From an optimization exercise on the open Yosys and OpenROAD flow, aimed at small area, a short achievable clock period and few clock cycles per item; shortcuts taken in it are not production practice. The RTL was checked by simulation tests, not by an equivalence proof against the original design.

==> run C <==
==> flow/design.v (excerpt) <==
module sgd_top (
    input  wire                       clk,
    input  wire                       rst_n,
    input  wire                       start,
    input  wire sgd_pkg::count_t      mini_batch_size,
    input  wire sgd_pkg::count_t      number_of_samples,
    input  wire sgd_pkg::count_t      number_of_epochs,
    input  wire sgd_pkg::shift_t      step_shift,
    input  wire sgd_pkg::features_t   sample_features,
    input  wire sgd_pkg::model_word_t sample_label,
    input  wire                       sample_valid,
    output wire                       sample_ready,
    output wire sgd_pkg::model_word_t x_out_data,
    output wire                       x_out_valid,
    input  wire                       x_out_ready,
    output wire                       x_out_last,
    output wire                       done
);
==> flow/config.mk <==
export PLATFORM = sky130hd
export DESIGN_NAME = sgd_top
export DESIGN_NICKNAME = sgd_top
export VERILOG_FILES = /design/flow/design.v
export SDC_FILE = /design/flow/constraint.sdc
export NUM_CORES = 4
export LEC_CHECK = 0
export ABC_AREA = 1
export CAP_MARGIN = 20
export CORE_MARGIN = 2
export CORE_UTILIZATION = 45
export SETUP_SLACK_MARGIN = 5
export SLEW_MARGIN = 20
==> flow/constraint.sdc <==
create_clock -name core_clock -period 10.0 [get_ports {clk}]
set_input_delay 2.0000 -clock core_clock [delete_from_list [all_inputs] [get_ports {clk}]]
set_output_delay 2.0000 -clock core_clock [all_outputs]
set_load 0.01 [all_outputs]
standard.sh (not shown) runs the stock make flow with config.mk's settings and CLKGATE_MAP_FILE= SYNTH_SCRIPT=/design/flow/synth_recipe.tcl, a recipe that flattens the netlist after the stock synthesis.
==> flow/flow/run.sh <==
#!/bin/bash
# Own layout flow: the standard flow, with one netlist step between
# synthesis and floorplan, and a tighter setup target for the repairs.
#  1. standard synthesis (bash standard.sh synth), unchanged
#  2. flow/faopt.py re-chooses the polarity of each full adder (and xor/xnor)
#     so that fewer inverters are needed; registers are not touched
#  3. the rest of the standard flow, with the setup repair aiming at
#     SETUP_SLACK_MARGIN below (the clock and constraints are the standard flow's)
# Each tool's output goes to a log file of its own in this folder.
set -euo pipefail
MARGIN=${MARGIN:-5}
R=orfs/results/${FLOW_PLATFORM}/sgd_top/base

bash standard.sh synth > synth.log 2>&1
cp $R/1_2_yosys.v $R/1_2_yosys.std.v
python3 flow/faopt.py $R/1_2_yosys.std.v $R/1_2_yosys.opt.v > faopt.log 2>&1
cp $R/1_2_yosys.opt.v $R/1_2_yosys.v
touch $R/1_2_yosys.v
rm -f $R/1_synth.odb $R/1_synth.sdc
bash standard.sh synth > synth_odb.log 2>&1
bash standard.sh SETUP_SLACK_MARGIN=$MARGIN finish > finish.log 2>&1
Other scripts of this flow, unchanged in this note and not shown: flow/flow/faopt.py
==> inputs of run D, as changes to run C <==
--- a/flow/flow/run.sh
+++ b/flow/flow/run.sh
@@ -6,8 +6,9 @@
 #     so that fewer inverters are needed; registers are not touched
 #  3. the rest of the standard flow, with the setup repair aiming at
-#     SETUP_SLACK_MARGIN below (the clock and constraints are the standard flow's)
+#     SETUP_SLACK_MARGIN below (the clock and constraints are the standard flow's), and
+#     every port buffered with buf_2 rather than the cell buffer_ports picks
 # Each tool's output goes to a log file of its own in this folder.
 set -euo pipefail
-MARGIN=${MARGIN:-5}
+MARGIN=${MARGIN:-5.3}
 R=orfs/results/${FLOW_PLATFORM}/sgd_top/base
 
@@ -19,3 +20,3 @@
 rm -f $R/1_synth.odb $R/1_synth.sdc
 bash standard.sh synth > synth_odb.log 2>&1
-bash standard.sh SETUP_SLACK_MARGIN=$MARGIN finish > finish.log 2>&1
+bash standard.sh SETUP_SLACK_MARGIN=$MARGIN "BUFFER_PORTS_ARGS=-buffer_cell sky130_fd_sc_hd__buf_2" finish > finish.log 2>&1
--- a/flow/config.mk
+++ b/flow/config.mk
@@ -10,4 +10,5 @@
 export CORE_MARGIN = 2
 export CORE_UTILIZATION = 45
+export CTS_BUF_LIST = sky130_fd_sc_hd__clkbuf_4 sky130_fd_sc_hd__clkbuf_8
 export SETUP_SLACK_MARGIN = 5
 export SLEW_MARGIN = 20
==> inputs of run A, as changes to run C <==
--- a/flow/flow/run.sh
+++ b/flow/flow/run.sh
@@ -6,8 +6,9 @@
 #     so that fewer inverters are needed; registers are not touched
 #  3. the rest of the standard flow, with the setup repair aiming at
-#     SETUP_SLACK_MARGIN below (the clock and constraints are the standard flow's)
+#     SETUP_SLACK_MARGIN below (the clock and constraints are the standard flow's), and
+#     every port buffered with buf_2 rather than the cell buffer_ports picks
 # Each tool's output goes to a log file of its own in this folder.
 set -euo pipefail
-MARGIN=${MARGIN:-5}
+MARGIN=${MARGIN:-5.4}
 R=orfs/results/${FLOW_PLATFORM}/sgd_top/base
 
@@ -19,3 +20,3 @@
 rm -f $R/1_synth.odb $R/1_synth.sdc
 bash standard.sh synth > synth_odb.log 2>&1
-bash standard.sh SETUP_SLACK_MARGIN=$MARGIN finish > finish.log 2>&1
+bash standard.sh SETUP_SLACK_MARGIN=$MARGIN "BUFFER_PORTS_ARGS=-buffer_cell sky130_fd_sc_hd__buf_2" finish > finish.log 2>&1
--- a/flow/config.mk
+++ b/flow/config.mk
@@ -9,5 +9,6 @@
 export CAP_MARGIN = 20
 export CORE_MARGIN = 2
-export CORE_UTILIZATION = 45
+export CORE_UTILIZATION = 55
+export CTS_BUF_LIST = sky130_fd_sc_hd__clkbuf_4 sky130_fd_sc_hd__clkbuf_8
 export SETUP_SLACK_MARGIN = 5
 export SLEW_MARGIN = 20
==> flow_metrics.tcl <==
set metrics [dict create \
    inv_count 661 \
    dr_wl_met2_um 92300 \
    endpoint "u_dot_product.dp_1[31]" \
    clk_pin_slew_ns 0.08 \
    grt_usage 0.316 \
    outcome "finished clean" \
    use_met3 0.0805 \
    worst_slew_pin_slew_ns 1.10 \
    avgRoutedWirePerCell_um 26.4 \
    routed_wl_um 220000 \
    n_all_buffers 315 \
    grt_pass1_vias 50000 \
    num_antenna_cells 2 \
]
(the above is from run C)
==> flow_metrics.tcl <==
set metrics [dict create \
    outcome "finished clean" \
    grt_pass1_vias 50700 \
    dr_wl_met2_um 94200 \
    num_antenna_cells 5 \
    grt_usage 0.319 \
    clk_pin_slew_ns 0.06 \
    use_met3 0.0904 \
]
(the above is from run D)
==> flow_metrics.tcl <==
set metrics [dict create \
    worst_slew_pin_slew_ns 1.06 \
    inv_count 676 \
    avgRoutedWirePerCell_um 28.0 \
    outcome "finished clean" \
    clk_pin_slew_ns 0.08 \
    endpoint "u_dot_product.dp_1[31]" \
    num_antenna_cells 5 \
    grt_pass1_vias 51200 \
]
(the above is from run A)
Testbench counts of run C, summed over its fixed seeds: cycles 5,573, samples 3,865.
Testbench counts of run D, summed over its fixed seeds: cycles 5,573, samples 3,865.
Testbench counts of run A, summed over its fixed seeds: cycles 5,573, samples 3,865.

[port drivers added, routing unchanged]
The flow's constraints put no driver on any port. The routed layouts listed below were extracted and timed again, unchanged, in two steps.
Step 1 (the two cells are an assumption about what drives the block):
set clk [get_ports {clk}]
set_driving_cell -lib_cell sky130_fd_sc_hd__clkbuf_16 $clk
set_driving_cell -lib_cell sky130_fd_sc_hd__buf_2 [delete_from_list [all_inputs] $clk]
Step 2 also shifts input and output timing later by t, the mid clock arrival at the registers, as if the neighbouring blocks saw the same clock.
Slacks: no drivers / after step 1 / after step 2; pairs: no drivers / after step 1.
run	shift t [ns]	slack for setup (ns)	pins driven straight from the clock port
run C	0.782	4.977 / 4.949 / 4.977	1
run D	0.917	5.304 / 5.232 / 5.358	1
run A	0.881	5.334 / 5.334 / 5.334	1
After both steps setup and hold are still met in every run listed.
